Context: an optimization exercise on an open-source flow, tuned for small area. The choices shown serve that exercise and are no tape-out recipe.
Only simulation tests tie the RTL to the original design; equivalence was not proved.
Power is estimated from default activity; no workload was simulated.

== run A ==
==> flow/design.v (excerpt) <==
module branch_checkpoint_table #(
    parameter int CP_DEPTH = 4,
    parameter int D_REG    = 64,
    parameter int S_REG    = 16,
    parameter int ROB_LEN  = 32,
    localparam int IDW     = $clog2(CP_DEPTH),
    localparam int CW      = IDW + 1,
    localparam int DW      = $clog2(D_REG),
    localparam int SW      = $clog2(S_REG),
    localparam int RW      = $clog2(ROB_LEN)
) (
    input  logic                  clk,
    input  logic                  rst,
    input  logic                  alloc_valid,
    input  logic [D_REG-1:0]      alloc_r_free_list,
    input  logic [S_REG-1:0]      alloc_s_free_list,
    input  logic [15:0][DW-1:0]   alloc_d_translation,
    input  logic [SW-1:0]         alloc_s_translation,
    input  logic [RW-1:0]         alloc_rob_tail,
    output logic [IDW-1:0]        alloc_id,
    output logic                  full,
    output logic                  empty,
    input  logic                  resolve_valid,
    input  logic [IDW-1:0]        resolve_id,
    input  logic                  resolve_mispredict,
    input  logic                  free_valid,
    input  logic [DW-1:0]         free_reg,
    output logic [D_REG-1:0]      frl_r_cp,
    output logic [S_REG-1:0]      frl_s_cp,
    output logic [15:0][DW-1:0]   tt_d_cp,
    output logic [SW-1:0]         tt_s_cp,
    output logic [RW-1:0]         rob_tail_cp
);
clock: 5.0 ns
lec_check: 0
cap_margin: 0
core_margin: 2
core_utilization: 65
gpl_timing_driven: 0
slew_margin: 0
standard.sh (not shown) runs the stock make flow with config.mk's settings and CLKGATE_MAP_FILE= SYNTH_SCRIPT=/design/flow/synth_recipe.tcl, a recipe that flattens the netlist after the stock synthesis.
==> flow/flow/run.sh <==
#!/bin/bash
set -euo pipefail
SRC="VERILOG_FILES=$PWD/flow/mapped.v"
CTS="CTS_ARGS=-sink_clustering_enable -repair_clock_nets -dont_use_dummy_load -buf_list {sky130_fd_sc_hd__clkbuf_4} -sink_clustering_size 10 -sink_clustering_max_diameter 40"
DU="DONT_USE_CELLS=sky130_fd_sc_hd__probe_p_8 sky130_fd_sc_hd__probec_p_8 sky130_fd_sc_hd__lpflow_bleeder_1 sky130_fd_sc_hd__lpflow_clkbufkapwr_1 sky130_fd_sc_hd__lpflow_clkbufkapwr_16 sky130_fd_sc_hd__lpflow_clkbufkapwr_2 sky130_fd_sc_hd__lpflow_clkbufkapwr_4 sky130_fd_sc_hd__lpflow_clkbufkapwr_8 sky130_fd_sc_hd__lpflow_clkinvkapwr_1 sky130_fd_sc_hd__lpflow_clkinvkapwr_16 sky130_fd_sc_hd__lpflow_clkinvkapwr_2 sky130_fd_sc_hd__lpflow_clkinvkapwr_4 sky130_fd_sc_hd__lpflow_clkinvkapwr_8 sky130_fd_sc_hd__lpflow_decapkapwr_12 sky130_fd_sc_hd__lpflow_decapkapwr_3 sky130_fd_sc_hd__lpflow_decapkapwr_4 sky130_fd_sc_hd__lpflow_decapkapwr_6 sky130_fd_sc_hd__lpflow_decapkapwr_8 sky130_fd_sc_hd__lpflow_inputiso0n_1 sky130_fd_sc_hd__lpflow_inputiso0p_1 sky130_fd_sc_hd__lpflow_inputiso1n_1 sky130_fd_sc_hd__lpflow_inputiso1p_1 sky130_fd_sc_hd__lpflow_inputisolatch_1 sky130_fd_sc_hd__lpflow_isobufsrc_1 sky130_fd_sc_hd__lpflow_isobufsrc_16 sky130_fd_sc_hd__lpflow_isobufsrc_2 sky130_fd_sc_hd__lpflow_isobufsrc_4 sky130_fd_sc_hd__lpflow_isobufsrc_8 sky130_fd_sc_hd__lpflow_isobufsrckapwr_16 sky130_fd_sc_hd__lpflow_lsbuf_lh_hl_isowell_tap_1 sky130_fd_sc_hd__lpflow_lsbuf_lh_hl_isowell_tap_2 sky130_fd_sc_hd__lpflow_lsbuf_lh_hl_isowell_tap_4 sky130_fd_sc_hd__lpflow_lsbuf_lh_isowell_4 sky130_fd_sc_hd__lpflow_lsbuf_lh_isowell_tap_1 sky130_fd_sc_hd__lpflow_lsbuf_lh_isowell_tap_2 sky130_fd_sc_hd__lpflow_lsbuf_lh_isowell_tap_4 sky130_fd_sc_hd__buf_8 sky130_fd_sc_hd__buf_12 sky130_fd_sc_hd__buf_16 sky130_fd_sc_hd__bufbuf_8 sky130_fd_sc_hd__bufbuf_16"
bash standard.sh "$SRC" synth > synth_make.log 2>&1
bash standard.sh "$SRC" "$DU" \
  "BUFFER_PORTS_ARGS=-buffer_cell sky130_fd_sc_hd__buf_1" \
  "$CTS" \
  finish > orfs_make.log 2>&1
Other scripts of this flow, unchanged in this note and not shown: flow/flow/mapped.v
Modified inputs, run B compared to run A
Settings: SLEW_MARGIN now 20, was 0; GPL_TIMING_DRIVEN no longer set, was 0; CAP_MARGIN now 20, was 0.
--- outcome ---
Run B: all stages complete, timing, DRC and antenna checks passed. Run B vs. run A: pre-CTS worst setup slack saw an increase, core outline area did not really move, wire length now larger. In run B the top fanout value on the critical path turned out 34% lower than in run A. Proportion of cell area occupied by multi-input gates: run A vs run B, no meaningful difference.
What run C does differently from run B at the input level:
Settings: CAP_MARGIN: 20 -> 0; SLEW_MARGIN: 20 -> 0.
==> comparison <==
- Between run B and run C, the routed wire length does not differ in any meaningful way.
- Diff run B..run C | number of cell instances on the worst register-to-register path | unchanged
- On clock share of power, run C tracks run B almost exactly.

========
Another version of the RTL of branch_checkpoint_table (not shown whole).
Size in the first run: about 2000 cells after synthesis, ~750 flip-flops, roughly 0.029 mm^2 of cells after synthesis.
Settings: LEC_CHECK=0, CAP_MARGIN=20, CORE_MARGIN=2, CORE_UTILIZATION=40, SLEW_MARGIN=20; clock period 5.0 ns.
==> flow/flow/run.sh <==
#!/bin/bash
# Own layout flow: the standard ORFS flow, with the port buffers made of the
# smallest buffer cell and a clock tree of small buffers without dummy loads.
set -euo pipefail
bash standard.sh \
  "BUFFER_PORTS_ARGS=-buffer_cell sky130_fd_sc_hd__buf_1" \
  "CTS_ARGS=-sink_clustering_enable -repair_clock_nets -dont_use_dummy_load -buf_list {sky130_fd_sc_hd__clkbuf_16} -sink_clustering_size 35 -sink_clustering_max_diameter 60" \
  finish > orfs_make.log 2>&1
The starting point ran to the end with no violations.
Rerun with:
==> flow/run.sh (new file) <==
#!/bin/bash
# synth_recipe.tcl (not shown) runs the flow's synth.tcl, then flattens the netlist and writes it again
# the make line also repeats each setting of config.mk as NAME=value (left out here)
make -C /OpenROAD-flow-scripts/flow DESIGN_CONFIG=/design/flow/config.mk WORK_HOME=/design/flow/orfs CLKGATE_MAP_FILE= SYNTH_SCRIPT=/design/flow/synth_recipe.tcl finish
Settings changed: CTS_BUF_LIST from default to sky130_fd_sc_hd__clkbuf_2 sky130_fd_sc_hd__clkbuf_4 sky130_fd_sc_hd__clkbuf_8.
removed: flow/flow/run.sh
removed: flow/standard.sh
Worst setup slack gets worse by 140 ps.
Count of clock-buffer cells in the layout grows by 136.
Total power came out higher by 13%.
Rerun with:
Settings changed: CTS_BUF_LIST sky130_fd_sc_hd__clkbuf_2 sky130_fd_sc_hd__clkbuf_4 sky130_fd_sc_hd__clkbuf_8 to default.
The new run ran to the end with no violations.
Routed wire length went down by 0.75%.
Worst hold slack stays flat.
Setup slack barely changes.
Rerun with:
==> flow/flow/run.sh (new file) <==
#!/bin/bash
# Own layout flow: the standard ORFS flow, with the port buffers made of the
# smallest buffer cell and a clock tree of small buffers without dummy loads.
set -euo pipefail
bash standard.sh \
  "BUFFER_PORTS_ARGS=-buffer_cell sky130_fd_sc_hd__buf_1" \
  "CTS_ARGS=-sink_clustering_enable -repair_clock_nets -dont_use_dummy_load -buf_list {sky130_fd_sc_hd__clkbuf_8} -sink_clustering_size 18 -sink_clustering_max_diameter 50" \
  finish > orfs_make.log 2>&1
==> flow/standard.sh (new file) <==
#!/bin/bash
# synth_recipe.tcl (not shown) runs the flow's synth.tcl, then flattens the netlist and writes it again
# the make line also repeats each setting of config.mk as NAME=value (left out here)
make -C /OpenROAD-flow-scripts/flow DESIGN_CONFIG=/design/flow/config.mk WORK_HOME=/design/flow/orfs CLKGATE_MAP_FILE= SYNTH_SCRIPT=/design/flow/synth_recipe.tcl "${@:-finish}"
removed: flow/run.sh
After rerunning: Power goes down by 15%; via count hardly moves; first-iteration DRC count came out higher by 20%; setup slack gains 140 ps; maximum frequency is higher by about 3.8%; count of clock-buffer cells in the layout went down by 29; sequential cell count stays the same; register-to-register slack is better by 60 ps; design area decreases by about 10%.

separate check: timing with driven ports:
The flow's constraints put no driver on any port. The routed layouts listed below were extracted and timed again, unchanged, in two steps. Step 1: set_driving_cell puts a clkbuf_16 on clk and a buf_2 on each other input, an assumption about the parent block. Step 2 adds t to the input delays and takes it off the output delays; t is the mean of the earliest and latest rising clock arrival at the registers after step 1. Input paths then give back, and output paths get back, about the clock's delay inside the block. Slacks: ideal ports / drivers / drivers and shift; pairs: ideal ports / drivers.
| run | shift t [ns] | slack for setup (ns) | hold WS [ns] | worst setup path after step 2 | worst slew at a driven data input, ns |
|---|---|---|---|---|---|
| run A | 0.853 | 0.630 / 0.559 / 0.559 | 0.124 / 0.143 / 0.496 | input to output | 0.11 |
| run B | 0.883 | 0.809 / 0.757 / 0.757 | 0.103 / 0.126 / 0.496 | input to output | 0.12 |
| run C | 0.883 | 0.809 / 0.757 / 0.757 | 0.103 / 0.126 / 0.496 | input to output | 0.12 |
| the first run of note 2 | 0.663 | 1.190 / 1.165 / 0.953 | 0.387 / 0.344 / 0.461 | input to register | 0.15 |
| the second run of note 2 | 0.788 | 1.053 / 1.001 / 0.856 | 0.463 / 0.463 / 0.463 | input to register | 0.19 |
| the third run of note 2 | 0.676 | 1.054 / 1.002 / 0.839 | 0.463 / 0.463 / 0.463 | input to register | 0.15 |
| the fourth run of note 2 | 0.709 | 1.197 / 1.173 / 0.983 | 0.311 / 0.276 / 0.463 | input to register | 0.15 |
After both steps every run listed still meets setup and hold. The setup slack of the first run of note 2, which loses most, moves by -0.025 ns with the drivers and by -0.237 ns with both steps.
